This is an optimization exercise on Yosys and OpenROAD, whose aim is small area, not a production implementation.
In this exercise RTL edits were held to simulation tests only and were not proved equivalent to the original.
Power figures rest on the tool's default switching activity, not on a simulated workload.

## flow/design.v

```verilog
`default_nettype none
package sat_pkg;
    localparam int num_bool_vars = 2;                        
    localparam int num_int_vars  = 2;                        
    localparam int num_vars      = num_bool_vars + num_int_vars;  
    localparam int num_clauses   = 4;                        
    localparam int int_width  = 4;    
    localparam int sum_width  = 10;   
    localparam int gain_width = 3;    
    localparam int idx_width  = $clog2(num_clauses);
    localparam int assign_w = num_bool_vars + 2 * int_width;   
    localparam int code_w   = 2 * num_bool_vars;
    localparam int bias_lsb = code_w;
    localparam int coef0_lsb = code_w + int_width;
    localparam int coef1_lsb = code_w + 2 * int_width;
    localparam int clause_w = code_w + 3 * int_width;   
    localparam int formula_w = num_clauses * clause_w;
endpackage
`default_nettype wire
`default_nettype none
module lm_fa
(
    input  wire a,
    input  wire b,
    input  wire c,
    output wire s,
    output wire co
);
    assign s  = a ^ b ^ c;
    assign co = (a & b) | (a & c) | (b & c);
endmodule
module lm_ha
(
    input  wire a,
    input  wire b,
    output wire s,
    output wire co
);
    assign s  = a ^ b;
    assign co = a & b;
endmodule
`default_nettype wire
`default_nettype none
module local_move
(
    input  logic        clk,
    input  logic        rst_n,
    input  logic        clause_write,
    input  logic [1:0]  clause_index,
    input  logic [15:0] clause_data,
    input  logic [3:0]  clause_enable,
    input  logic [9:0]  current,
    input  logic [1:0]  bool_propose_enable,
    input  logic [1:0]  int_propose_enable,
    input  logic        start,
    output logic [11:0] gains,
    output logic [2:0]  best_gain,
    output logic [9:0]  best_assignment,
    output logic        done
);
    wire [15:0] wdata = {clause_data[15:4],
                         clause_data[3] & clause_data[2], clause_data[3] & ~clause_data[2],
                         clause_data[1] & clause_data[0], clause_data[1] & ~clause_data[0]};
    logic [15:0] cl0, cl1, cl2, cl3;
    logic [3:0]  cv;
    always_ff @(posedge clk)
    begin
        if (clause_write && clause_index == 2'd0) cl0 <= wdata;
        if (clause_write && clause_index == 2'd1) cl1 <= wdata;
        if (clause_write && clause_index == 2'd2) cl2 <= wdata;
        if (clause_write && clause_index == 2'd3) cl3 <= wdata;
    end
    always_ff @(posedge clk or negedge rst_n)
    begin
        if (!rst_n)
            cv <= '0;
        else if (clause_write)
            cv[clause_index] <= 1'b1;
    end
    wire [3:0] x  = current[3:0];
    wire [3:0] y  = current[7:4];
    wire       p0 = current[8];
    wire       p1 = current[9];
    wire       xw = (current[3:0] == 4'd7);   
    wire       yw = (current[7:4] == 4'd7);
    wire [3:0] sat0, sat1, sat2, sat3, sat4;
    wire [15:0] c_0 = cl0;
    wire [3:0] b_0 = c_0[7:4];
    wire [3:0] c0_0 = c_0[11:8];
    wire [3:0] c1_0 = c_0[15:12];
    wire k0_1, k0_2, k0_3, k0_4, k0_5, k0_6, k0_7, k0_8, k0_9, k0_10, k0_11, k0_12, k0_13, k0_14, k0_15, k0_16, k0_17, k0_18, k0_19, k0_20, k0_21, k0_22, k0_23, k0_24, k0_25, k0_26, k0_27, k0_28, k0_29, k0_30, k0_31, k0_32, k0_33, k0_34, k0_35, k0_36, k0_37, k0_38, k0_39, k0_40, k0_41, k0_42, k0_43, k0_44, k0_45, k0_46, k0_47, k0_48, k0_49, k0_50, k0_51, k0_52, k0_53, k0_54, k0_55, k0_56, k0_57, k0_58, k0_59, k0_60, k0_61, k0_62, k0_63, k0_64, k0_65, k0_66, k0_67, k0_68, k0_69, k0_70, k0_71, k0_72, k0_73, k0_74, k0_75, k0_76, k0_77, k0_78, k0_79, k0_80, k0_81, k0_82, k0_83, k0_84, k0_85, k0_86, k0_87, k0_88, k0_89, k0_90, k0_91, k0_92, k0_93, k0_94, k0_95, k0_96, k0_97, k0_98, k0_99, k0_100, k0_101, k0_102, k0_103, k0_104, k0_105, k0_106, k0_107, k0_108, k0_109, k0_110, k0_111, k0_112, k0_113, k0_114;
    lm_fa u_k0_1 (.a((c1_0[0] & y[0])), .b((c0_0[0] & x[0])), .c(b_0[0]), .s(k0_1), .co(k0_2));
    lm_fa u_k0_3 (.a((c1_0[0] & y[1])), .b((c1_0[1] & y[0])), .c((c0_0[0] & x[1])), .s(k0_3), .co(k0_4));
    lm_fa u_k0_5 (.a((c0_0[1] & x[0])), .b(b_0[1]), .c(k0_2), .s(k0_5), .co(k0_6));
    lm_ha u_k0_7 (.a(k0_3), .b(k0_5), .s(k0_7), .co(k0_8));
    lm_fa u_k0_9 (.a((c1_0[0] & y[2])), .b((c1_0[1] & y[1])), .c((c1_0[2] & y[0])), .s(k0_9), .co(k0_10));
    lm_fa u_k0_11 (.a((c0_0[0] & x[2])), .b((c0_0[1] & x[1])), .c((c0_0[2] & x[0])), .s(k0_11), .co(k0_12));
    lm_fa u_k0_13 (.a(b_0[2]), .b(k0_4), .c(k0_6), .s(k0_13), .co(k0_14));
    lm_fa u_k0_15 (.a(k0_8), .b(k0_9), .c(k0_11), .s(k0_15), .co(k0_16));
    lm_ha u_k0_17 (.a(k0_13), .b(k0_15), .s(k0_17), .co(k0_18));
    lm_fa u_k0_19 (.a((~c1_0[0] | ~y[3])), .b((c1_0[1] & y[2])), .c((c1_0[2] & y[1])), .s(k0_19), .co(k0_20));
    lm_fa u_k0_21 (.a((~c1_0[3] | ~y[0])), .b((~c0_0[0] | ~x[3])), .c((c0_0[1] & x[2])), .s(k0_21), .co(k0_22));
    lm_fa u_k0_23 (.a((c0_0[2] & x[1])), .b((~c0_0[3] | ~x[0])), .c(~b_0[3]), .s(k0_23), .co(k0_24));
    lm_fa u_k0_25 (.a(1'b1), .b(k0_10), .c(k0_12), .s(k0_25), .co(k0_26));
    lm_fa u_k0_27 (.a(k0_14), .b(k0_16), .c(k0_18), .s(k0_27), .co(k0_28));
    lm_fa u_k0_29 (.a(k0_19), .b(k0_21), .c(k0_23), .s(k0_29), .co(k0_30));
    lm_fa u_k0_31 (.a(k0_25), .b(k0_27), .c(k0_29), .s(k0_31), .co(k0_32));
    lm_fa u_k0_33 (.a((~c1_0[1] | ~y[3])), .b((c1_0[2] & y[2])), .c((~c1_0[3] | ~y[1])), .s(k0_33), .co(k0_34));
    lm_fa u_k0_35 (.a((~c0_0[1] | ~x[3])), .b((c0_0[2] & x[2])), .c((~c0_0[3] | ~x[1])), .s(k0_35), .co(k0_36));
    lm_fa u_k0_37 (.a(1'b1), .b(k0_20), .c(k0_22), .s(k0_37), .co(k0_38));
    lm_fa u_k0_39 (.a(k0_24), .b(k0_26), .c(k0_28), .s(k0_39), .co(k0_40));
    lm_fa u_k0_41 (.a(k0_30), .b(k0_32), .c(k0_33), .s(k0_41), .co(k0_42));
    lm_fa u_k0_43 (.a(k0_35), .b(k0_37), .c(k0_39), .s(k0_43), .co(k0_44));
    lm_ha u_k0_45 (.a(k0_41), .b(k0_43), .s(k0_45), .co(k0_46));
    lm_fa u_k0_47 (.a((~c1_0[2] | ~y[3])), .b((~c1_0[3] | ~y[2])), .c((~c0_0[2] | ~x[3])), .s(k0_47), .co(k0_48));
    lm_fa u_k0_49 (.a((~c0_0[3] | ~x[2])), .b(k0_34), .c(k0_36), .s(k0_49), .co(k0_50));
    lm_fa u_k0_51 (.a(k0_38), .b(k0_40), .c(k0_42), .s(k0_51), .co(k0_52));
    lm_fa u_k0_53 (.a(k0_44), .b(k0_46), .c(k0_47), .s(k0_53), .co(k0_54));
    lm_fa u_k0_55 (.a(k0_49), .b(k0_51), .c(k0_53), .s(k0_55), .co(k0_56));
    lm_fa u_k0_57 (.a((c1_0[3] & y[3])), .b((c0_0[3] & x[3])), .c(k0_48), .s(k0_57), .co(k0_58));
    lm_fa u_k0_59 (.a(k0_50), .b(k0_52), .c(k0_54), .s(k0_59), .co(k0_60));
    lm_fa u_k0_61 (.a(k0_56), .b(k0_57), .c(k0_59), .s(k0_61), .co(k0_62));
    lm_fa u_k0_63 (.a(k0_58), .b(k0_60), .c(k0_62), .s(k0_63), .co(k0_64));
    assign k0_65 = 1'b1 ^ k0_64;
    assign k0_66 = ~k0_65;
    assign k0_67 = k0_1 ^ c0_0[0];
    assign k0_68 = k0_1 & c0_0[0];
    assign k0_69 = k0_7 ^ c0_0[1] ^ k0_68;
    assign k0_70 = (k0_7 & c0_0[1]) | (k0_7 & k0_68) | (c0_0[1] & k0_68);
    assign k0_71 = k0_17 ^ c0_0[2] ^ k0_70;
    assign k0_72 = (k0_17 & c0_0[2]) | (k0_17 & k0_70) | (c0_0[2] & k0_70);
    assign k0_73 = k0_31 ^ c0_0[3] ^ k0_72;
    assign k0_74 = (k0_31 & c0_0[3]) | (k0_31 & k0_72) | (c0_0[3] & k0_72);
    assign k0_75 = k0_45 ^ c0_0[3] ^ k0_74;
    assign k0_76 = (k0_45 & c0_0[3]) | (k0_45 & k0_74) | (c0_0[3] & k0_74);
    assign k0_77 = k0_55 ^ c0_0[3] ^ k0_76;
    assign k0_78 = (k0_55 & c0_0[3]) | (k0_55 & k0_76) | (c0_0[3] & k0_76);
    assign k0_79 = k0_61 ^ c0_0[3] ^ k0_78;
    assign k0_80 = (k0_61 & c0_0[3]) | (k0_61 & k0_78) | (c0_0[3] & k0_78);
    assign k0_81 = k0_63 ^ c0_0[3] ^ k0_80;
    assign k0_82 = (k0_63 & c0_0[3]) | (k0_63 & k0_80) | (c0_0[3] & k0_80);
    assign k0_83 = k0_65 ^ c0_0[3] ^ k0_82;
    assign k0_84 = ~k0_83;
    assign k0_85 = k0_75 | ~c0_0[0];
    assign k0_86 = (k0_77 & ~c0_0[1]) | (k0_77 & k0_85) | (~c0_0[1] & k0_85);
    assign k0_87 = (k0_79 & ~c0_0[2]) | (k0_79 & k0_86) | (~c0_0[2] & k0_86);
    assign k0_88 = (k0_81 & ~c0_0[3]) | (k0_81 & k0_87) | (~c0_0[3] & k0_87);
    assign k0_89 = ~(k0_83 ^ ~c0_0[3] ^ k0_88);
    assign k0_90 = xw ? k0_89 : k0_84;
    assign k0_91 = k0_1 ^ c1_0[0];
    assign k0_92 = k0_1 & c1_0[0];
    assign k0_93 = k0_7 ^ c1_0[1] ^ k0_92;
    assign k0_94 = (k0_7 & c1_0[1]) | (k0_7 & k0_92) | (c1_0[1] & k0_92);
    assign k0_95 = k0_17 ^ c1_0[2] ^ k0_94;
    assign k0_96 = (k0_17 & c1_0[2]) | (k0_17 & k0_94) | (c1_0[2] & k0_94);
    assign k0_97 = k0_31 ^ c1_0[3] ^ k0_96;
    assign k0_98 = (k0_31 & c1_0[3]) | (k0_31 & k0_96) | (c1_0[3] & k0_96);
    assign k0_99 = k0_45 ^ c1_0[3] ^ k0_98;
    assign k0_100 = (k0_45 & c1_0[3]) | (k0_45 & k0_98) | (c1_0[3] & k0_98);
    assign k0_101 = k0_55 ^ c1_0[3] ^ k0_100;
    assign k0_102 = (k0_55 & c1_0[3]) | (k0_55 & k0_100) | (c1_0[3] & k0_100);
    assign k0_103 = k0_61 ^ c1_0[3] ^ k0_102;
    assign k0_104 = (k0_61 & c1_0[3]) | (k0_61 & k0_102) | (c1_0[3] & k0_102);
    assign k0_105 = k0_63 ^ c1_0[3] ^ k0_104;
    assign k0_106 = (k0_63 & c1_0[3]) | (k0_63 & k0_104) | (c1_0[3] & k0_104);
    assign k0_107 = k0_65 ^ c1_0[3] ^ k0_106;
    assign k0_108 = ~k0_107;
    assign k0_109 = k0_99 | ~c1_0[0];
    assign k0_110 = (k0_101 & ~c1_0[1]) | (k0_101 & k0_109) | (~c1_0[1] & k0_109);
    assign k0_111 = (k0_103 & ~c1_0[2]) | (k0_103 & k0_110) | (~c1_0[2] & k0_110);
    assign k0_112 = (k0_105 & ~c1_0[3]) | (k0_105 & k0_111) | (~c1_0[3] & k0_111);
    assign k0_113 = ~(k0_107 ^ ~c1_0[3] ^ k0_112);
    assign k0_114 = yw ? k0_113 : k0_108;
    wire h0_0  = p0 ? c_0[1] : c_0[0];
    wire h0f_0 = p0 ? c_0[0] : c_0[1];
    wire h1_0  = p1 ? c_0[3] : c_0[2];
    wire h1f_0 = p1 ? c_0[2] : c_0[3];
    wire z_0 = ~cv[0];
    wire en_0 = clause_enable[0];
    assign sat0[0] = en_0 & (z_0 | h0_0  | h1_0  | k0_66);
    assign sat1[0] = en_0 & (z_0 | h0f_0 | h1_0  | k0_66);
    assign sat2[0] = en_0 & (z_0 | h0_0  | h1f_0 | k0_66);
    assign sat3[0] = en_0 & (z_0 | h0_0  | h1_0  | k0_90);
    assign sat4[0] = en_0 & (z_0 | h0_0  | h1_0  | k0_114);
    wire [15:0] c_1 = cl1;
    wire [3:0] b_1 = c_1[7:4];
    wire [3:0] c0_1 = c_1[11:8];
    wire [3:0] c1_1 = c_1[15:12];
    wire k1_1, k1_2, k1_3, k1_4, k1_5, k1_6, k1_7, k1_8, k1_9, k1_10, k1_11, k1_12, k1_13, k1_14, k1_15, k1_16, k1_17, k1_18, k1_19, k1_20, k1_21, k1_22, k1_23, k1_24, k1_25, k1_26, k1_27, k1_28, k1_29, k1_30, k1_31, k1_32, k1_33, k1_34, k1_35, k1_36, k1_37, k1_38, k1_39, k1_40, k1_41, k1_42, k1_43, k1_44, k1_45, k1_46, k1_47, k1_48, k1_49, k1_50, k1_51, k1_52, k1_53, k1_54, k1_55, k1_56, k1_57, k1_58, k1_59, k1_60, k1_61, k1_62, k1_63, k1_64, k1_65, k1_66, k1_67, k1_68, k1_69, k1_70, k1_71, k1_72, k1_73, k1_74, k1_75, k1_76, k1_77, k1_78, k1_79, k1_80, k1_81, k1_82, k1_83, k1_84, k1_85, k1_86, k1_87, k1_88, k1_89, k1_90, k1_91, k1_92, k1_93, k1_94, k1_95, k1_96, k1_97, k1_98, k1_99, k1_100, k1_101, k1_102, k1_103, k1_104, k1_105, k1_106, k1_107, k1_108, k1_109, k1_110, k1_111, k1_112, k1_113, k1_114;
    lm_fa u_k1_1 (.a((c1_1[0] & y[0])), .b((c0_1[0] & x[0])), .c(b_1[0]), .s(k1_1), .co(k1_2));
    lm_fa u_k1_3 (.a((c1_1[0] & y[1])), .b((c1_1[1] & y[0])), .c((c0_1[0] & x[1])), .s(k1_3), .co(k1_4));
    lm_fa u_k1_5 (.a((c0_1[1] & x[0])), .b(b_1[1]), .c(k1_2), .s(k1_5), .co(k1_6));
    lm_ha u_k1_7 (.a(k1_3), .b(k1_5), .s(k1_7), .co(k1_8));
    lm_fa u_k1_9 (.a((c1_1[0] & y[2])), .b((c1_1[1] & y[1])), .c((c1_1[2] & y[0])), .s(k1_9), .co(k1_10));
    lm_fa u_k1_11 (.a((c0_1[0] & x[2])), .b((c0_1[1] & x[1])), .c((c0_1[2] & x[0])), .s(k1_11), .co(k1_12));
    lm_fa u_k1_13 (.a(b_1[2]), .b(k1_4), .c(k1_6), .s(k1_13), .co(k1_14));
    lm_fa u_k1_15 (.a(k1_8), .b(k1_9), .c(k1_11), .s(k1_15), .co(k1_16));
    lm_ha u_k1_17 (.a(k1_13), .b(k1_15), .s(k1_17), .co(k1_18));
    lm_fa u_k1_19 (.a((~c1_1[0] | ~y[3])), .b((c1_1[1] & y[2])), .c((c1_1[2] & y[1])), .s(k1_19), .co(k1_20));
    lm_fa u_k1_21 (.a((~c1_1[3] | ~y[0])), .b((~c0_1[0] | ~x[3])), .c((c0_1[1] & x[2])), .s(k1_21), .co(k1_22));
    lm_fa u_k1_23 (.a((c0_1[2] & x[1])), .b((~c0_1[3] | ~x[0])), .c(~b_1[3]), .s(k1_23), .co(k1_24));
    lm_fa u_k1_25 (.a(1'b1), .b(k1_10), .c(k1_12), .s(k1_25), .co(k1_26));
    lm_fa u_k1_27 (.a(k1_14), .b(k1_16), .c(k1_18), .s(k1_27), .co(k1_28));
    lm_fa u_k1_29 (.a(k1_19), .b(k1_21), .c(k1_23), .s(k1_29), .co(k1_30));
    lm_fa u_k1_31 (.a(k1_25), .b(k1_27), .c(k1_29), .s(k1_31), .co(k1_32));
    lm_fa u_k1_33 (.a((~c1_1[1] | ~y[3])), .b((c1_1[2] & y[2])), .c((~c1_1[3] | ~y[1])), .s(k1_33), .co(k1_34));
    lm_fa u_k1_35 (.a((~c0_1[1] | ~x[3])), .b((c0_1[2] & x[2])), .c((~c0_1[3] | ~x[1])), .s(k1_35), .co(k1_36));
    lm_fa u_k1_37 (.a(1'b1), .b(k1_20), .c(k1_22), .s(k1_37), .co(k1_38));
    lm_fa u_k1_39 (.a(k1_24), .b(k1_26), .c(k1_28), .s(k1_39), .co(k1_40));
    lm_fa u_k1_41 (.a(k1_30), .b(k1_32), .c(k1_33), .s(k1_41), .co(k1_42));
    lm_fa u_k1_43 (.a(k1_35), .b(k1_37), .c(k1_39), .s(k1_43), .co(k1_44));
    lm_ha u_k1_45 (.a(k1_41), .b(k1_43), .s(k1_45), .co(k1_46));
    lm_fa u_k1_47 (.a((~c1_1[2] | ~y[3])), .b((~c1_1[3] | ~y[2])), .c((~c0_1[2] | ~x[3])), .s(k1_47), .co(k1_48));
    lm_fa u_k1_49 (.a((~c0_1[3] | ~x[2])), .b(k1_34), .c(k1_36), .s(k1_49), .co(k1_50));
    lm_fa u_k1_51 (.a(k1_38), .b(k1_40), .c(k1_42), .s(k1_51), .co(k1_52));
    lm_fa u_k1_53 (.a(k1_44), .b(k1_46), .c(k1_47), .s(k1_53), .co(k1_54));
    lm_fa u_k1_55 (.a(k1_49), .b(k1_51), .c(k1_53), .s(k1_55), .co(k1_56));
    lm_fa u_k1_57 (.a((c1_1[3] & y[3])), .b((c0_1[3] & x[3])), .c(k1_48), .s(k1_57), .co(k1_58));
    lm_fa u_k1_59 (.a(k1_50), .b(k1_52), .c(k1_54), .s(k1_59), .co(k1_60));
    lm_fa u_k1_61 (.a(k1_56), .b(k1_57), .c(k1_59), .s(k1_61), .co(k1_62));
    lm_fa u_k1_63 (.a(k1_58), .b(k1_60), .c(k1_62), .s(k1_63), .co(k1_64));
    assign k1_65 = 1'b1 ^ k1_64;
    assign k1_66 = ~k1_65;
    assign k1_67 = k1_1 ^ c0_1[0];
    assign k1_68 = k1_1 & c0_1[0];
    assign k1_69 = k1_7 ^ c0_1[1] ^ k1_68;
    assign k1_70 = (k1_7 & c0_1[1]) | (k1_7 & k1_68) | (c0_1[1] & k1_68);
    assign k1_71 = k1_17 ^ c0_1[2] ^ k1_70;
    assign k1_72 = (k1_17 & c0_1[2]) | (k1_17 & k1_70) | (c0_1[2] & k1_70);
    assign k1_73 = k1_31 ^ c0_1[3] ^ k1_72;
    assign k1_74 = (k1_31 & c0_1[3]) | (k1_31 & k1_72) | (c0_1[3] & k1_72);
    assign k1_75 = k1_45 ^ c0_1[3] ^ k1_74;
    assign k1_76 = (k1_45 & c0_1[3]) | (k1_45 & k1_74) | (c0_1[3] & k1_74);
    assign k1_77 = k1_55 ^ c0_1[3] ^ k1_76;
    assign k1_78 = (k1_55 & c0_1[3]) | (k1_55 & k1_76) | (c0_1[3] & k1_76);
    assign k1_79 = k1_61 ^ c0_1[3] ^ k1_78;
    assign k1_80 = (k1_61 & c0_1[3]) | (k1_61 & k1_78) | (c0_1[3] & k1_78);
    assign k1_81 = k1_63 ^ c0_1[3] ^ k1_80;
    assign k1_82 = (k1_63 & c0_1[3]) | (k1_63 & k1_80) | (c0_1[3] & k1_80);
    assign k1_83 = k1_65 ^ c0_1[3] ^ k1_82;
    assign k1_84 = ~k1_83;
    assign k1_85 = k1_75 | ~c0_1[0];
    assign k1_86 = (k1_77 & ~c0_1[1]) | (k1_77 & k1_85) | (~c0_1[1] & k1_85);
    assign k1_87 = (k1_79 & ~c0_1[2]) | (k1_79 & k1_86) | (~c0_1[2] & k1_86);
    assign k1_88 = (k1_81 & ~c0_1[3]) | (k1_81 & k1_87) | (~c0_1[3] & k1_87);
    assign k1_89 = ~(k1_83 ^ ~c0_1[3] ^ k1_88);
    assign k1_90 = xw ? k1_89 : k1_84;
    assign k1_91 = k1_1 ^ c1_1[0];
    assign k1_92 = k1_1 & c1_1[0];
    assign k1_93 = k1_7 ^ c1_1[1] ^ k1_92;
    assign k1_94 = (k1_7 & c1_1[1]) | (k1_7 & k1_92) | (c1_1[1] & k1_92);
    assign k1_95 = k1_17 ^ c1_1[2] ^ k1_94;
    assign k1_96 = (k1_17 & c1_1[2]) | (k1_17 & k1_94) | (c1_1[2] & k1_94);
    assign k1_97 = k1_31 ^ c1_1[3] ^ k1_96;
    assign k1_98 = (k1_31 & c1_1[3]) | (k1_31 & k1_96) | (c1_1[3] & k1_96);
    assign k1_99 = k1_45 ^ c1_1[3] ^ k1_98;
    assign k1_100 = (k1_45 & c1_1[3]) | (k1_45 & k1_98) | (c1_1[3] & k1_98);
    assign k1_101 = k1_55 ^ c1_1[3] ^ k1_100;
    assign k1_102 = (k1_55 & c1_1[3]) | (k1_55 & k1_100) | (c1_1[3] & k1_100);
    assign k1_103 = k1_61 ^ c1_1[3] ^ k1_102;
    assign k1_104 = (k1_61 & c1_1[3]) | (k1_61 & k1_102) | (c1_1[3] & k1_102);
    assign k1_105 = k1_63 ^ c1_1[3] ^ k1_104;
    assign k1_106 = (k1_63 & c1_1[3]) | (k1_63 & k1_104) | (c1_1[3] & k1_104);
    assign k1_107 = k1_65 ^ c1_1[3] ^ k1_106;
    assign k1_108 = ~k1_107;
    assign k1_109 = k1_99 | ~c1_1[0];
    assign k1_110 = (k1_101 & ~c1_1[1]) | (k1_101 & k1_109) | (~c1_1[1] & k1_109);
    assign k1_111 = (k1_103 & ~c1_1[2]) | (k1_103 & k1_110) | (~c1_1[2] & k1_110);
    assign k1_112 = (k1_105 & ~c1_1[3]) | (k1_105 & k1_111) | (~c1_1[3] & k1_111);
    assign k1_113 = ~(k1_107 ^ ~c1_1[3] ^ k1_112);
    assign k1_114 = yw ? k1_113 : k1_108;
    wire h0_1  = p0 ? c_1[1] : c_1[0];
    wire h0f_1 = p0 ? c_1[0] : c_1[1];
    wire h1_1  = p1 ? c_1[3] : c_1[2];
    wire h1f_1 = p1 ? c_1[2] : c_1[3];
    wire z_1 = ~cv[1];
    wire en_1 = clause_enable[1];
    assign sat0[1] = en_1 & (z_1 | h0_1  | h1_1  | k1_66);
    assign sat1[1] = en_1 & (z_1 | h0f_1 | h1_1  | k1_66);
    assign sat2[1] = en_1 & (z_1 | h0_1  | h1f_1 | k1_66);
    assign sat3[1] = en_1 & (z_1 | h0_1  | h1_1  | k1_90);
    assign sat4[1] = en_1 & (z_1 | h0_1  | h1_1  | k1_114);
    wire [15:0] c_2 = cl2;
    wire [3:0] b_2 = c_2[7:4];
    wire [3:0] c0_2 = c_2[11:8];
    wire [3:0] c1_2 = c_2[15:12];
    wire k2_1, k2_2, k2_3, k2_4, k2_5, k2_6, k2_7, k2_8, k2_9, k2_10, k2_11, k2_12, k2_13, k2_14, k2_15, k2_16, k2_17, k2_18, k2_19, k2_20, k2_21, k2_22, k2_23, k2_24, k2_25, k2_26, k2_27, k2_28, k2_29, k2_30, k2_31, k2_32, k2_33, k2_34, k2_35, k2_36, k2_37, k2_38, k2_39, k2_40, k2_41, k2_42, k2_43, k2_44, k2_45, k2_46, k2_47, k2_48, k2_49, k2_50, k2_51, k2_52, k2_53, k2_54, k2_55, k2_56, k2_57, k2_58, k2_59, k2_60, k2_61, k2_62, k2_63, k2_64, k2_65, k2_66, k2_67, k2_68, k2_69, k2_70, k2_71, k2_72, k2_73, k2_74, k2_75, k2_76, k2_77, k2_78, k2_79, k2_80, k2_81, k2_82, k2_83, k2_84, k2_85, k2_86, k2_87, k2_88, k2_89, k2_90, k2_91, k2_92, k2_93, k2_94, k2_95, k2_96, k2_97, k2_98, k2_99, k2_100, k2_101, k2_102, k2_103, k2_104, k2_105, k2_106, k2_107, k2_108, k2_109, k2_110, k2_111, k2_112, k2_113, k2_114;
    lm_fa u_k2_1 (.a((c1_2[0] & y[0])), .b((c0_2[0] & x[0])), .c(b_2[0]), .s(k2_1), .co(k2_2));
    lm_fa u_k2_3 (.a((c1_2[0] & y[1])), .b((c1_2[1] & y[0])), .c((c0_2[0] & x[1])), .s(k2_3), .co(k2_4));
    lm_fa u_k2_5 (.a((c0_2[1] & x[0])), .b(b_2[1]), .c(k2_2), .s(k2_5), .co(k2_6));
    lm_ha u_k2_7 (.a(k2_3), .b(k2_5), .s(k2_7), .co(k2_8));
    lm_fa u_k2_9 (.a((c1_2[0] & y[2])), .b((c1_2[1] & y[1])), .c((c1_2[2] & y[0])), .s(k2_9), .co(k2_10));
    lm_fa u_k2_11 (.a((c0_2[0] & x[2])), .b((c0_2[1] & x[1])), .c((c0_2[2] & x[0])), .s(k2_11), .co(k2_12));
    lm_fa u_k2_13 (.a(b_2[2]), .b(k2_4), .c(k2_6), .s(k2_13), .co(k2_14));
    lm_fa u_k2_15 (.a(k2_8), .b(k2_9), .c(k2_11), .s(k2_15), .co(k2_16));
    lm_ha u_k2_17 (.a(k2_13), .b(k2_15), .s(k2_17), .co(k2_18));
    lm_fa u_k2_19 (.a((~c1_2[0] | ~y[3])), .b((c1_2[1] & y[2])), .c((c1_2[2] & y[1])), .s(k2_19), .co(k2_20));
    lm_fa u_k2_21 (.a((~c1_2[3] | ~y[0])), .b((~c0_2[0] | ~x[3])), .c((c0_2[1] & x[2])), .s(k2_21), .co(k2_22));
    lm_fa u_k2_23 (.a((c0_2[2] & x[1])), .b((~c0_2[3] | ~x[0])), .c(~b_2[3]), .s(k2_23), .co(k2_24));
    lm_fa u_k2_25 (.a(1'b1), .b(k2_10), .c(k2_12), .s(k2_25), .co(k2_26));
    lm_fa u_k2_27 (.a(k2_14), .b(k2_16), .c(k2_18), .s(k2_27), .co(k2_28));
    lm_fa u_k2_29 (.a(k2_19), .b(k2_21), .c(k2_23), .s(k2_29), .co(k2_30));
    lm_fa u_k2_31 (.a(k2_25), .b(k2_27), .c(k2_29), .s(k2_31), .co(k2_32));
    lm_fa u_k2_33 (.a((~c1_2[1] | ~y[3])), .b((c1_2[2] & y[2])), .c((~c1_2[3] | ~y[1])), .s(k2_33), .co(k2_34));
    lm_fa u_k2_35 (.a((~c0_2[1] | ~x[3])), .b((c0_2[2] & x[2])), .c((~c0_2[3] | ~x[1])), .s(k2_35), .co(k2_36));
    lm_fa u_k2_37 (.a(1'b1), .b(k2_20), .c(k2_22), .s(k2_37), .co(k2_38));
    lm_fa u_k2_39 (.a(k2_24), .b(k2_26), .c(k2_28), .s(k2_39), .co(k2_40));
    lm_fa u_k2_41 (.a(k2_30), .b(k2_32), .c(k2_33), .s(k2_41), .co(k2_42));
    lm_fa u_k2_43 (.a(k2_35), .b(k2_37), .c(k2_39), .s(k2_43), .co(k2_44));
    lm_ha u_k2_45 (.a(k2_41), .b(k2_43), .s(k2_45), .co(k2_46));
    lm_fa u_k2_47 (.a((~c1_2[2] | ~y[3])), .b((~c1_2[3] | ~y[2])), .c((~c0_2[2] | ~x[3])), .s(k2_47), .co(k2_48));
    lm_fa u_k2_49 (.a((~c0_2[3] | ~x[2])), .b(k2_34), .c(k2_36), .s(k2_49), .co(k2_50));
    lm_fa u_k2_51 (.a(k2_38), .b(k2_40), .c(k2_42), .s(k2_51), .co(k2_52));
    lm_fa u_k2_53 (.a(k2_44), .b(k2_46), .c(k2_47), .s(k2_53), .co(k2_54));
    lm_fa u_k2_55 (.a(k2_49), .b(k2_51), .c(k2_53), .s(k2_55), .co(k2_56));
    lm_fa u_k2_57 (.a((c1_2[3] & y[3])), .b((c0_2[3] & x[3])), .c(k2_48), .s(k2_57), .co(k2_58));
    lm_fa u_k2_59 (.a(k2_50), .b(k2_52), .c(k2_54), .s(k2_59), .co(k2_60));
    lm_fa u_k2_61 (.a(k2_56), .b(k2_57), .c(k2_59), .s(k2_61), .co(k2_62));
    lm_fa u_k2_63 (.a(k2_58), .b(k2_60), .c(k2_62), .s(k2_63), .co(k2_64));
    assign k2_65 = 1'b1 ^ k2_64;
    assign k2_66 = ~k2_65;
    assign k2_67 = k2_1 ^ c0_2[0];
    assign k2_68 = k2_1 & c0_2[0];
    assign k2_69 = k2_7 ^ c0_2[1] ^ k2_68;
    assign k2_70 = (k2_7 & c0_2[1]) | (k2_7 & k2_68) | (c0_2[1] & k2_68);
    assign k2_71 = k2_17 ^ c0_2[2] ^ k2_70;
    assign k2_72 = (k2_17 & c0_2[2]) | (k2_17 & k2_70) | (c0_2[2] & k2_70);
    assign k2_73 = k2_31 ^ c0_2[3] ^ k2_72;
    assign k2_74 = (k2_31 & c0_2[3]) | (k2_31 & k2_72) | (c0_2[3] & k2_72);
    assign k2_75 = k2_45 ^ c0_2[3] ^ k2_74;
    assign k2_76 = (k2_45 & c0_2[3]) | (k2_45 & k2_74) | (c0_2[3] & k2_74);
    assign k2_77 = k2_55 ^ c0_2[3] ^ k2_76;
    assign k2_78 = (k2_55 & c0_2[3]) | (k2_55 & k2_76) | (c0_2[3] & k2_76);
    assign k2_79 = k2_61 ^ c0_2[3] ^ k2_78;
    assign k2_80 = (k2_61 & c0_2[3]) | (k2_61 & k2_78) | (c0_2[3] & k2_78);
    assign k2_81 = k2_63 ^ c0_2[3] ^ k2_80;
    assign k2_82 = (k2_63 & c0_2[3]) | (k2_63 & k2_80) | (c0_2[3] & k2_80);
    assign k2_83 = k2_65 ^ c0_2[3] ^ k2_82;
    assign k2_84 = ~k2_83;
    assign k2_85 = k2_75 | ~c0_2[0];
    assign k2_86 = (k2_77 & ~c0_2[1]) | (k2_77 & k2_85) | (~c0_2[1] & k2_85);
    assign k2_87 = (k2_79 & ~c0_2[2]) | (k2_79 & k2_86) | (~c0_2[2] & k2_86);
    assign k2_88 = (k2_81 & ~c0_2[3]) | (k2_81 & k2_87) | (~c0_2[3] & k2_87);
    assign k2_89 = ~(k2_83 ^ ~c0_2[3] ^ k2_88);
    assign k2_90 = xw ? k2_89 : k2_84;
    assign k2_91 = k2_1 ^ c1_2[0];
    assign k2_92 = k2_1 & c1_2[0];
    assign k2_93 = k2_7 ^ c1_2[1] ^ k2_92;
    assign k2_94 = (k2_7 & c1_2[1]) | (k2_7 & k2_92) | (c1_2[1] & k2_92);
    assign k2_95 = k2_17 ^ c1_2[2] ^ k2_94;
    assign k2_96 = (k2_17 & c1_2[2]) | (k2_17 & k2_94) | (c1_2[2] & k2_94);
    assign k2_97 = k2_31 ^ c1_2[3] ^ k2_96;
    assign k2_98 = (k2_31 & c1_2[3]) | (k2_31 & k2_96) | (c1_2[3] & k2_96);
    assign k2_99 = k2_45 ^ c1_2[3] ^ k2_98;
    assign k2_100 = (k2_45 & c1_2[3]) | (k2_45 & k2_98) | (c1_2[3] & k2_98);
    assign k2_101 = k2_55 ^ c1_2[3] ^ k2_100;
    assign k2_102 = (k2_55 & c1_2[3]) | (k2_55 & k2_100) | (c1_2[3] & k2_100);
    assign k2_103 = k2_61 ^ c1_2[3] ^ k2_102;
    assign k2_104 = (k2_61 & c1_2[3]) | (k2_61 & k2_102) | (c1_2[3] & k2_102);
    assign k2_105 = k2_63 ^ c1_2[3] ^ k2_104;
    assign k2_106 = (k2_63 & c1_2[3]) | (k2_63 & k2_104) | (c1_2[3] & k2_104);
    assign k2_107 = k2_65 ^ c1_2[3] ^ k2_106;
    assign k2_108 = ~k2_107;
    assign k2_109 = k2_99 | ~c1_2[0];
    assign k2_110 = (k2_101 & ~c1_2[1]) | (k2_101 & k2_109) | (~c1_2[1] & k2_109);
    assign k2_111 = (k2_103 & ~c1_2[2]) | (k2_103 & k2_110) | (~c1_2[2] & k2_110);
    assign k2_112 = (k2_105 & ~c1_2[3]) | (k2_105 & k2_111) | (~c1_2[3] & k2_111);
    assign k2_113 = ~(k2_107 ^ ~c1_2[3] ^ k2_112);
    assign k2_114 = yw ? k2_113 : k2_108;
    wire h0_2  = p0 ? c_2[1] : c_2[0];
    wire h0f_2 = p0 ? c_2[0] : c_2[1];
    wire h1_2  = p1 ? c_2[3] : c_2[2];
    wire h1f_2 = p1 ? c_2[2] : c_2[3];
    wire z_2 = ~cv[2];
    wire en_2 = clause_enable[2];
    assign sat0[2] = en_2 & (z_2 | h0_2  | h1_2  | k2_66);
    assign sat1[2] = en_2 & (z_2 | h0f_2 | h1_2  | k2_66);
    assign sat2[2] = en_2 & (z_2 | h0_2  | h1f_2 | k2_66);
    assign sat3[2] = en_2 & (z_2 | h0_2  | h1_2  | k2_90);
    assign sat4[2] = en_2 & (z_2 | h0_2  | h1_2  | k2_114);
    wire [15:0] c_3 = cl3;
    wire [3:0] b_3 = c_3[7:4];
    wire [3:0] c0_3 = c_3[11:8];
    wire [3:0] c1_3 = c_3[15:12];
    wire k3_1, k3_2, k3_3, k3_4, k3_5, k3_6, k3_7, k3_8, k3_9, k3_10, k3_11, k3_12, k3_13, k3_14, k3_15, k3_16, k3_17, k3_18, k3_19, k3_20, k3_21, k3_22, k3_23, k3_24, k3_25, k3_26, k3_27, k3_28, k3_29, k3_30, k3_31, k3_32, k3_33, k3_34, k3_35, k3_36, k3_37, k3_38, k3_39, k3_40, k3_41, k3_42, k3_43, k3_44, k3_45, k3_46, k3_47, k3_48, k3_49, k3_50, k3_51, k3_52, k3_53, k3_54, k3_55, k3_56, k3_57, k3_58, k3_59, k3_60, k3_61, k3_62, k3_63, k3_64, k3_65, k3_66, k3_67, k3_68, k3_69, k3_70, k3_71, k3_72, k3_73, k3_74, k3_75, k3_76, k3_77, k3_78, k3_79, k3_80, k3_81, k3_82, k3_83, k3_84, k3_85, k3_86, k3_87, k3_88, k3_89, k3_90, k3_91, k3_92, k3_93, k3_94, k3_95, k3_96, k3_97, k3_98, k3_99, k3_100, k3_101, k3_102, k3_103, k3_104, k3_105, k3_106, k3_107, k3_108, k3_109, k3_110, k3_111, k3_112, k3_113, k3_114;
    lm_fa u_k3_1 (.a((c1_3[0] & y[0])), .b((c0_3[0] & x[0])), .c(b_3[0]), .s(k3_1), .co(k3_2));
    lm_fa u_k3_3 (.a((c1_3[0] & y[1])), .b((c1_3[1] & y[0])), .c((c0_3[0] & x[1])), .s(k3_3), .co(k3_4));
    lm_fa u_k3_5 (.a((c0_3[1] & x[0])), .b(b_3[1]), .c(k3_2), .s(k3_5), .co(k3_6));
    lm_ha u_k3_7 (.a(k3_3), .b(k3_5), .s(k3_7), .co(k3_8));
    lm_fa u_k3_9 (.a((c1_3[0] & y[2])), .b((c1_3[1] & y[1])), .c((c1_3[2] & y[0])), .s(k3_9), .co(k3_10));
    lm_fa u_k3_11 (.a((c0_3[0] & x[2])), .b((c0_3[1] & x[1])), .c((c0_3[2] & x[0])), .s(k3_11), .co(k3_12));
    lm_fa u_k3_13 (.a(b_3[2]), .b(k3_4), .c(k3_6), .s(k3_13), .co(k3_14));
    lm_fa u_k3_15 (.a(k3_8), .b(k3_9), .c(k3_11), .s(k3_15), .co(k3_16));
    lm_ha u_k3_17 (.a(k3_13), .b(k3_15), .s(k3_17), .co(k3_18));
    lm_fa u_k3_19 (.a((~c1_3[0] | ~y[3])), .b((c1_3[1] & y[2])), .c((c1_3[2] & y[1])), .s(k3_19), .co(k3_20));
    lm_fa u_k3_21 (.a((~c1_3[3] | ~y[0])), .b((~c0_3[0] | ~x[3])), .c((c0_3[1] & x[2])), .s(k3_21), .co(k3_22));
    lm_fa u_k3_23 (.a((c0_3[2] & x[1])), .b((~c0_3[3] | ~x[0])), .c(~b_3[3]), .s(k3_23), .co(k3_24));
    lm_fa u_k3_25 (.a(1'b1), .b(k3_10), .c(k3_12), .s(k3_25), .co(k3_26));
    lm_fa u_k3_27 (.a(k3_14), .b(k3_16), .c(k3_18), .s(k3_27), .co(k3_28));
    lm_fa u_k3_29 (.a(k3_19), .b(k3_21), .c(k3_23), .s(k3_29), .co(k3_30));
    lm_fa u_k3_31 (.a(k3_25), .b(k3_27), .c(k3_29), .s(k3_31), .co(k3_32));
    lm_fa u_k3_33 (.a((~c1_3[1] | ~y[3])), .b((c1_3[2] & y[2])), .c((~c1_3[3] | ~y[1])), .s(k3_33), .co(k3_34));
    lm_fa u_k3_35 (.a((~c0_3[1] | ~x[3])), .b((c0_3[2] & x[2])), .c((~c0_3[3] | ~x[1])), .s(k3_35), .co(k3_36));
    lm_fa u_k3_37 (.a(1'b1), .b(k3_20), .c(k3_22), .s(k3_37), .co(k3_38));
    lm_fa u_k3_39 (.a(k3_24), .b(k3_26), .c(k3_28), .s(k3_39), .co(k3_40));
    lm_fa u_k3_41 (.a(k3_30), .b(k3_32), .c(k3_33), .s(k3_41), .co(k3_42));
    lm_fa u_k3_43 (.a(k3_35), .b(k3_37), .c(k3_39), .s(k3_43), .co(k3_44));
    lm_ha u_k3_45 (.a(k3_41), .b(k3_43), .s(k3_45), .co(k3_46));
    lm_fa u_k3_47 (.a((~c1_3[2] | ~y[3])), .b((~c1_3[3] | ~y[2])), .c((~c0_3[2] | ~x[3])), .s(k3_47), .co(k3_48));
    lm_fa u_k3_49 (.a((~c0_3[3] | ~x[2])), .b(k3_34), .c(k3_36), .s(k3_49), .co(k3_50));
    lm_fa u_k3_51 (.a(k3_38), .b(k3_40), .c(k3_42), .s(k3_51), .co(k3_52));
    lm_fa u_k3_53 (.a(k3_44), .b(k3_46), .c(k3_47), .s(k3_53), .co(k3_54));
    lm_fa u_k3_55 (.a(k3_49), .b(k3_51), .c(k3_53), .s(k3_55), .co(k3_56));
    lm_fa u_k3_57 (.a((c1_3[3] & y[3])), .b((c0_3[3] & x[3])), .c(k3_48), .s(k3_57), .co(k3_58));
    lm_fa u_k3_59 (.a(k3_50), .b(k3_52), .c(k3_54), .s(k3_59), .co(k3_60));
    lm_fa u_k3_61 (.a(k3_56), .b(k3_57), .c(k3_59), .s(k3_61), .co(k3_62));
    lm_fa u_k3_63 (.a(k3_58), .b(k3_60), .c(k3_62), .s(k3_63), .co(k3_64));
    assign k3_65 = 1'b1 ^ k3_64;
    assign k3_66 = ~k3_65;
    assign k3_67 = k3_1 ^ c0_3[0];
    assign k3_68 = k3_1 & c0_3[0];
    assign k3_69 = k3_7 ^ c0_3[1] ^ k3_68;
    assign k3_70 = (k3_7 & c0_3[1]) | (k3_7 & k3_68) | (c0_3[1] & k3_68);
    assign k3_71 = k3_17 ^ c0_3[2] ^ k3_70;
    assign k3_72 = (k3_17 & c0_3[2]) | (k3_17 & k3_70) | (c0_3[2] & k3_70);
    assign k3_73 = k3_31 ^ c0_3[3] ^ k3_72;
    assign k3_74 = (k3_31 & c0_3[3]) | (k3_31 & k3_72) | (c0_3[3] & k3_72);
    assign k3_75 = k3_45 ^ c0_3[3] ^ k3_74;
    assign k3_76 = (k3_45 & c0_3[3]) | (k3_45 & k3_74) | (c0_3[3] & k3_74);
    assign k3_77 = k3_55 ^ c0_3[3] ^ k3_76;
    assign k3_78 = (k3_55 & c0_3[3]) | (k3_55 & k3_76) | (c0_3[3] & k3_76);
    assign k3_79 = k3_61 ^ c0_3[3] ^ k3_78;
    assign k3_80 = (k3_61 & c0_3[3]) | (k3_61 & k3_78) | (c0_3[3] & k3_78);
    assign k3_81 = k3_63 ^ c0_3[3] ^ k3_80;
    assign k3_82 = (k3_63 & c0_3[3]) | (k3_63 & k3_80) | (c0_3[3] & k3_80);
    assign k3_83 = k3_65 ^ c0_3[3] ^ k3_82;
    assign k3_84 = ~k3_83;
    assign k3_85 = k3_75 | ~c0_3[0];
    assign k3_86 = (k3_77 & ~c0_3[1]) | (k3_77 & k3_85) | (~c0_3[1] & k3_85);
    assign k3_87 = (k3_79 & ~c0_3[2]) | (k3_79 & k3_86) | (~c0_3[2] & k3_86);
    assign k3_88 = (k3_81 & ~c0_3[3]) | (k3_81 & k3_87) | (~c0_3[3] & k3_87);
    assign k3_89 = ~(k3_83 ^ ~c0_3[3] ^ k3_88);
    assign k3_90 = xw ? k3_89 : k3_84;
    assign k3_91 = k3_1 ^ c1_3[0];
    assign k3_92 = k3_1 & c1_3[0];
    assign k3_93 = k3_7 ^ c1_3[1] ^ k3_92;
    assign k3_94 = (k3_7 & c1_3[1]) | (k3_7 & k3_92) | (c1_3[1] & k3_92);
    assign k3_95 = k3_17 ^ c1_3[2] ^ k3_94;
    assign k3_96 = (k3_17 & c1_3[2]) | (k3_17 & k3_94) | (c1_3[2] & k3_94);
    assign k3_97 = k3_31 ^ c1_3[3] ^ k3_96;
    assign k3_98 = (k3_31 & c1_3[3]) | (k3_31 & k3_96) | (c1_3[3] & k3_96);
    assign k3_99 = k3_45 ^ c1_3[3] ^ k3_98;
    assign k3_100 = (k3_45 & c1_3[3]) | (k3_45 & k3_98) | (c1_3[3] & k3_98);
    assign k3_101 = k3_55 ^ c1_3[3] ^ k3_100;
    assign k3_102 = (k3_55 & c1_3[3]) | (k3_55 & k3_100) | (c1_3[3] & k3_100);
    assign k3_103 = k3_61 ^ c1_3[3] ^ k3_102;
    assign k3_104 = (k3_61 & c1_3[3]) | (k3_61 & k3_102) | (c1_3[3] & k3_102);
    assign k3_105 = k3_63 ^ c1_3[3] ^ k3_104;
    assign k3_106 = (k3_63 & c1_3[3]) | (k3_63 & k3_104) | (c1_3[3] & k3_104);
    assign k3_107 = k3_65 ^ c1_3[3] ^ k3_106;
    assign k3_108 = ~k3_107;
    assign k3_109 = k3_99 | ~c1_3[0];
    assign k3_110 = (k3_101 & ~c1_3[1]) | (k3_101 & k3_109) | (~c1_3[1] & k3_109);
    assign k3_111 = (k3_103 & ~c1_3[2]) | (k3_103 & k3_110) | (~c1_3[2] & k3_110);
    assign k3_112 = (k3_105 & ~c1_3[3]) | (k3_105 & k3_111) | (~c1_3[3] & k3_111);
    assign k3_113 = ~(k3_107 ^ ~c1_3[3] ^ k3_112);
    assign k3_114 = yw ? k3_113 : k3_108;
    wire h0_3  = p0 ? c_3[1] : c_3[0];
    wire h0f_3 = p0 ? c_3[0] : c_3[1];
    wire h1_3  = p1 ? c_3[3] : c_3[2];
    wire h1f_3 = p1 ? c_3[2] : c_3[3];
    wire z_3 = ~cv[3];
    wire en_3 = clause_enable[3];
    assign sat0[3] = en_3 & (z_3 | h0_3  | h1_3  | k3_66);
    assign sat1[3] = en_3 & (z_3 | h0f_3 | h1_3  | k3_66);
    assign sat2[3] = en_3 & (z_3 | h0_3  | h1f_3 | k3_66);
    assign sat3[3] = en_3 & (z_3 | h0_3  | h1_3  | k3_90);
    assign sat4[3] = en_3 & (z_3 | h0_3  | h1_3  | k3_114);
    wire [2:0] cnt0, cnt1, cnt2, cnt3, cnt4;
    wire [3:0] satv [5];
    wire [2:0] cntv [5];
    assign satv[0] = sat0;
    assign satv[1] = sat1;
    assign satv[2] = sat2;
    assign satv[3] = sat3;
    assign satv[4] = sat4;
    for (genvar j = 0; j < 5; j++)
    begin : g_pop
        wire s0, c0, c1;
        lm_fa u_fa (.a(satv[j][0]), .b(satv[j][1]), .c(satv[j][2]), .s(s0), .co(c0));
        lm_ha u_h0 (.a(s0), .b(satv[j][3]), .s(cntv[j][0]), .co(c1));
        lm_ha u_h1 (.a(c0), .b(c1), .s(cntv[j][1]), .co(cntv[j][2]));
    end
    assign cnt0 = cntv[0];
    assign cnt1 = cntv[1];
    assign cnt2 = cntv[2];
    assign cnt3 = cntv[3];
    assign cnt4 = cntv[4];
    logic [14:0] s1_cnt;
    logic [9:0]  s1_cur;
    logic [3:0]  s1_pe;
    logic        v1;
    always_ff @(posedge clk)
    begin
        s1_cnt <= {cnt4, cnt3, cnt2, cnt1, cnt0};
        s1_cur <= current;
        s1_pe  <= {int_propose_enable, bool_propose_enable};
    end
    always_ff @(posedge clk or negedge rst_n)
    begin
        if (!rst_n)
            v1 <= 1'b0;
        else
            v1 <= start;
    end
    wire [2:0] g [4];
    for (genvar j = 0; j < 4; j++)
    begin : g_mask
        assign g[j] = s1_pe[j] ? s1_cnt[3*(j+1) +: 3] : 3'd0;
    end
    wire [11:0] r_gains = {g[3], g[2], g[1], g[0]};
    wire       m2 = g[0][2] | g[1][2] | g[2][2] | g[3][2];
    wire       m1 = ~m2 & (g[0][1] | g[1][1] | g[2][1] | g[3][1]);
    wire       m0 = ~m2 & ((g[0][0] & (g[0][1] == m1)) | (g[1][0] & (g[1][1] == m1)) |
                           (g[2][0] & (g[2][1] == m1)) | (g[3][0] & (g[3][1] == m1)));
    wire [2:0] mx = {m2, m1, m0};
    wire [3:0] e;
    for (genvar j = 0; j < 4; j++)
    begin : g_eq
        assign e[j] = s1_pe[j] & (g[j] == mx);
    end
    wire [3:0] win = {e[3] & ~e[2] & ~e[1] & ~e[0], e[2] & ~e[1] & ~e[0], e[1] & ~e[0], e[0]};
    wire [2:0] r_best = (|s1_pe) ? mx : s1_cnt[2:0];
    wire [3:0] xi = {s1_cur[3] ^ (&s1_cur[2:0]), s1_cur[2] ^ (&s1_cur[1:0]), s1_cur[1] ^ s1_cur[0], ~s1_cur[0]};
    wire [3:0] yi = {s1_cur[7] ^ (&s1_cur[6:4]), s1_cur[6] ^ (&s1_cur[5:4]), s1_cur[5] ^ s1_cur[4], ~s1_cur[4]};
    wire [9:0] r_assign = {s1_cur[9] ^ win[1], s1_cur[8] ^ win[0],
                           win[3] ? yi : s1_cur[7:4],
                           win[2] ? xi : s1_cur[3:0]};
    always_ff @(posedge clk or negedge rst_n)
    begin
        if (!rst_n)
        begin
            gains           <= '0;
            best_gain       <= '0;
            best_assignment <= '0;
            done            <= 1'b0;
        end
        else
        begin
            done <= v1;
            if (v1)
            begin
                gains           <= r_gains;
                best_gain       <= r_best;
                best_assignment <= r_assign;
            end
        end
    end
endmodule
`default_nettype wire
```

## flow/flow/run.sh

```bash
#!/bin/bash
# Standard ORFS layout with two changes: the ports are buffered with the smallest
# plain buffer, and clock tree synthesis adds no dummy load cells.
set -euo pipefail
export BUFFER_PORTS_ARGS="-buffer_cell sky130_fd_sc_hd__buf_1"
export CTS_ARGS="-sink_clustering_enable -repair_clock_nets -buf_list sky130_fd_sc_hd__clkbuf_4 -sink_clustering_buffer sky130_fd_sc_hd__clkbuf_8 -dont_use_dummy_load"
bash standard.sh > standard.log 2>&1
```

## flow/standard.sh

```bash
#!/bin/bash
# synth_recipe.tcl (not shown) runs the flow's synth.tcl, then flattens the netlist and writes it again
# the make line also repeats each setting of config.mk as NAME=value (left out here)
make -C /OpenROAD-flow-scripts/flow DESIGN_CONFIG=/design/flow/config.mk WORK_HOME=/design/flow/orfs CLKGATE_MAP_FILE= SYNTH_SCRIPT=/design/flow/synth_recipe.tcl "${@:-finish}"
```

## flow/config.mk

```make
export PLATFORM = sky130hd
export DESIGN_NAME = local_move
export DESIGN_NICKNAME = local_move
export VERILOG_FILES = /design/flow/design.v
export SDC_FILE = /design/flow/constraint.sdc
export NUM_CORES = 4
export LEC_CHECK = 0
export CAP_MARGIN = 20
export CORE_MARGIN = 2
export CORE_UTILIZATION = 75
export CTS_BUF_LIST = sky130_fd_sc_hd__clkbuf_4
export SLEW_MARGIN = 20
export SYNTH_HIERARCHICAL = 1
```

## flow/constraint.sdc

```tcl
create_clock -name core_clock -period 12.0 [get_ports {clk}]
set_input_delay 2.4000 -clock core_clock [delete_from_list [all_inputs] [get_ports {clk}]]
set_output_delay 2.4000 -clock core_clock [all_outputs]
set_load 0.01 [all_outputs]
```

==> run summary <==
Setup path
Counting both buffers and inverters, the worst setup path holds a total of 1. The critical path's slowest cell is fa_1. By startpoint and endpoint, the worst setup path is classified as in -> reg. The kind of cell adding the most delay to the critical path is adder cells.

The total stage count of the critical path is 23. The register-to-register setup slack is 3580 ps. The last element of the critical path is s1_cnt[10].

The largest fanout of any net on the critical path is 14. The data arrival time at the worst-slack endpoint is roughly 11000 ps. The endpoint kind of the worst setup timing path is a flip-flop.

The depth of the most critical reg-to-reg path is 22. The library cell appearing most often on the critical path is fa_1. The startpoint identified for the worst register-to-register timing path is cl1[12].

In this run the critical register-to-register path is captured at s1_cnt[10]. The delay of the slowest cell on the worst path is slightly below 600 ps. The start point of the critical path is current[4]. Traced cell by cell, the critical path runs through buf_1 -> and2_1 -> fa_1 -> fa_1 -> ha_1 -> fa_1 -> ha_1 -> fa_1 -> fa_1 -> fa_1 -> ha_1 -> fa_1 -> fa_1 -> fa_1 -> fa_1 -> fa_1 -> nor2_1 -> o21ai_0 -> and3_1 -> o31a_1 -> fa_1 -> ha_1 -> ha_1. STA classifies the critical path startpoint as an input pin. At the worst endpoint, the required time is 12440 ps.

Drt
The number of nets still failing antenna checks after routing is 0. The mean number of vias per cell is 6.259. The length of the first detailed-routing pass in iterations is 5. The final wirelength is 22170 um. The iteration-0 DRC count of the detailed router is 684. The via count is between 6k and 7k. The number of remaining DRC errors is 0. Dividing the detail-routed wire length by the instance count gives roughly 21 um.

STA
The number of failing hold endpoints at the final stage is 0. The period utilization is 0.8539. The final max-slew violation count is 0. The worst path in the final design needs a cycle of 10250 ps, including I/O delays and setup. Setup repair after global routing left no endpoint under its margin. The worst-case clock skew is 34.66 ps. The headroom to the max-slew limit is 0.3793. At the pin with the least slew margin, the transition time is 931.0 ps. The final number of setup-violating endpoints is 0. Based on the critical path, the design can be clocked at up to 97.59 MHz.

The sum of negative setup slack is 0 ps.

Logic synthesis
The count of flip-flops with a built-in enable after synthesis is 64. The cell area after synthesis is 0.009711 mm2. Yosys mapped the design onto 61 distinct sky130hd cell types. Synthesis inferred between 100 and 150 register bits. The count of warnings emitted by yosys is 7. A synthesized cell averages 11.97 um2. The synthesized netlist cell count is 811.

For this run, the register share of the synthesized area comes to 0.3376. Summed over all instances, the cell type with the most area after synthesis is fa_1. The most used flip-flop cell after synthesis is edfxtp_1. After synthesis, the cell types taking the most area are fa_1 32%, edfxtp_1 20%, dfrtp_1 8.0%. Of the post-synthesis cell area, the dominant cell type holds 0.3154. After synthesis, the share of flip-flops with an asynchronous set or reset is 0.2500.

Floorplan
After floorplanning, the core was divided into slightly above 40 placement rows. The die height is 117.8 um. The overall die width is 117.8 um.

During I/O placement, the number of pins put on the boundary was 66. For this configuration, the core starts out at a cell density of 0.7695. The floorplan step defined a core boundary enclosing 0.01262 mm2. The overall die area is 0.01387 mm2.

Clocking
The H-tree was split into 4 levels. CTS saw 124 sinks. Clock tree synthesis inserted a total of 17 buffers. After clock tree synthesis, the clock-pin slew on the worst setup and hold paths is 100 ps. The cell sitting at the root of the clock tree is a clkbuf_4. The clock tree from TritonCTS is yes. The clock network latency to the later pin of the worst-skew pair is 560 ps.

The maximum number of buffers from clock root to sink is 2. The count of hold-fix buffers inserted at cts is 0. Once the clock tree was built, the setup fixing pass inserted 0 buffers. The quantity of gates resized following cts is 0.

Run status
The flow ran to the end and the layout has no timing, DRC or antenna violations.

Place
Routability-driven placement finished with a final weighted congestion of 0.9411. The number of input and output port buffers inserted is 65. Detailed placement finished with a half-perimeter wire length of 17330 um.

In this run, placement finished with an instance count of 1044.

Global route
The total grt overflow is 0. The first-pass GRT wire length is 36590 um. Entering global routing, the biggest net connects between 50 and 60 pins. For this run, the total global-route usage over all layers was measured as 0.3459. The number of antenna violations at the first check in global routing is 0.

The number of global-route vias before repair is 7155.

Min path
The class of the tightest hold or removal check is reg -> reg. The hold path startpoint is s1_cur[6].

Pwr
VDD sags by at most 0.0002488 V. The total design power is 2.702 mW. The total leakage power is 4.012 nW.

Dividing total power by cell area gives a power density of 262.1 mW/mm2.

Final layout
The number of standard cells in the final layout excluding fillers is between 1k and 1.5k. The number of nets in the layout is between 1k and 1.5k. From synthesis to final layout, the design area changed by 6.159%. The ratio of cells with drive above 1 in the final layout is 0.06299.

The repair_antennas step left the layout with diodes totalling 0.

Run
Max-cap violations in this run came to 0.
==> worst register-to-register path: stages (launching register included) <==
cell      delay (ps)
edfxtp_1         490
and2_1           240
fa_1             470
fa_1             470
ha_1             220
fa_1             480
ha_1             200
fa_1             470
fa_1             440
fa_1             490
ha_1             240
fa_1             470
fa_1             410
fa_1             460
fa_1             580
fa_1             460
nor2_1           110
o21ai_0          140
and3_1           200
o31a_1           290
fa_1             460
ha_1             230
ha_1             290
==> per-layer routing <==
layer / track usage / up-vias / part of all wire
met4: 0.1446 / 0 / 0.032
met5: 0 / - / 0
met2: 0.5472 / 341 / 0.49
met1: 0.4772 / 3327 / 0.39
met3: 0.06977 / 63 / 0.088
li1: - / 2910 / -
==> layout make-up <==
type                       instances  area, um2
multi-input combinational        625       6187
sequential                       124       3278
fill                             761       2311
timing repair buffer              75      320.3
tap                              172      215.2
inverter                          48      180.2
clock buffer                      17      127.6
==> Yosys cell counts, drive strengths merged (2+ instances only) <==
cell / count
nand3: 16
o21ai: 33
o2111ai: 2
mux2: 9
o221ai: 3
or3: 3
o21a: 8
a22o: 3
nor2b: 11
a41oi: 2
nand4b: 5
or2: 6
fa: 153
clkbuf: 17
a31oi: 18
a222oi: 2
a22oi: 2
and3: 4
nor4: 2
buf: 4
o2bb2ai: 2
nor2: 32
xnor2: 12
xor2: 5
mux2i: 9
a21o: 3
and2: 87
maj3: 25
nand4: 4
a21oi: 15
nand2: 83
nor3: 2
inv: 48
nand3b: 2
dfxtp: 29
o31a: 6
edfxtp: 64
o211ai: 9
ha: 26
dfrtp: 31
nand2b: 2
==> metrics by stage <==
step | area [um2] | utilization | worst slack, ps | hold WS (ps)
global route | 10310 | 0.8169 | 1516 | 499.2
finish | 10310 | 0.8169 | 1753 | 489.7
floorplan | 9737 | - | 2052 | 351.9
detailed placement | 10180 | 0.8068 | 1245 | 480.5
CTS | 10310 | 0.8169 | 1825 | 485.1
global placement | 10180 | 0.8068 | 1546 | 478.8
==> Yosys stat by module (local to each module, per instance) <==
module / cell area, um2 / cells inside
lm_fa: 20.02 / 1
lm_ha: 12.51 / 1
local_move: 7013 / 668
==> how the worst min path moves through the flow <==
| stage | endpoint | slack, ps | depth (start not counted) |
|---|---|---|---|
| after floorplan | done | 350 | 0 |
| final | best_assignment[6] | 490 | 2 |
| after CTS | best_gain[0] | 490 | 2 |
| after global routing | best_gain[0] | 500 | 2 |
| after global placement | cv[3] | 480 | 1 |
| after detailed placement | cv[3] | 480 | 1 |
==> logic make-up after synthesis <==
| kind of cell | count (synthesis) | share of synthesized area |
|---|---|---|
| fa+ha+maj | 204 | 0.3747 |
| flops | 124 | 0.3376 |
| mux | 18 | 0.02010 |
| simple gates | 264 | 0.1437 |
| xor+xnor | 17 | 0.01533 |
| buf+inv | 69 | 0.02848 |
| other cells | 1 | 0.0003862 |
| compound gates | 114 | 0.07976 |
==> report_power, final <==
part | internal, mW | total (mW) | switching, mW
clock | 0.0643 | 0.194 | 0.129
sequential | 0.502 | 0.560 | 0.0579
combinational | 0.894 | 1.95 | 1.05
==> registers in the layout, indices dropped and copies added, names as in the netlist <==
register,count
cl0,16
cl2,16
s1_cnt,15
s1_pe,4
v1,1
cl3,16
best_gain,3
done,1
cl1,16
gains,12
s1_cur,10
cv,4
best_assignment,10
==> placed cells by master, fill, tap and decap left out, types with 6 or more instances in the layout <==
master,netlist,final
conb_1,1,8
nor2_1,31,31
buf_1,0,64
maj3_1,25,25
dfrtp_1,31,31
a31oi_1,18,18
nor2b_1,11,11
o21a_1,8,8
fa_1,153,153
ha_1,26,26
xnor2_1,12,12
nand2_1,82,82
mux2_2,8,8
or2_2,6,6
nand3_1,16,16
a21oi_1,14,14
edfxtp_1,64,64
dfxtp_1,29,29
clkbuf_4,0,17
o21ai_0,33,33
mux2i_1,9,9
inv_1,48,48
o31a_1,6,6
and2_1,86,86
buf_4,0,10
o211ai_1,9,9

-- static timing again, ports no longer ideal --
No port has a modelled driver above. Below, the same layout with a new extraction and two added sets of constraints.
Step 1: set_driving_cell puts a clkbuf_16 on clk and a buf_2 on each other input, an assumption about the parent block.
Step 2 moves the port delays by t, midway between the first and last clock arrival at a register: inputs arrive t later, outputs are due t later. That takes back most of the time a late clock gives input paths.
Slacks: ideal ports / drivers / drivers and shift; pairs: ideal ports / drivers.
t (ns): 0.581
setup slack, ns: 1.753 / 1.765 / 1.184
clock arrival spread, ns: 0.052 / 0.052
After both steps this run still meets setup and hold. The setup slack of this run moves by +0.012 ns with the drivers and by -0.569 ns with both steps.
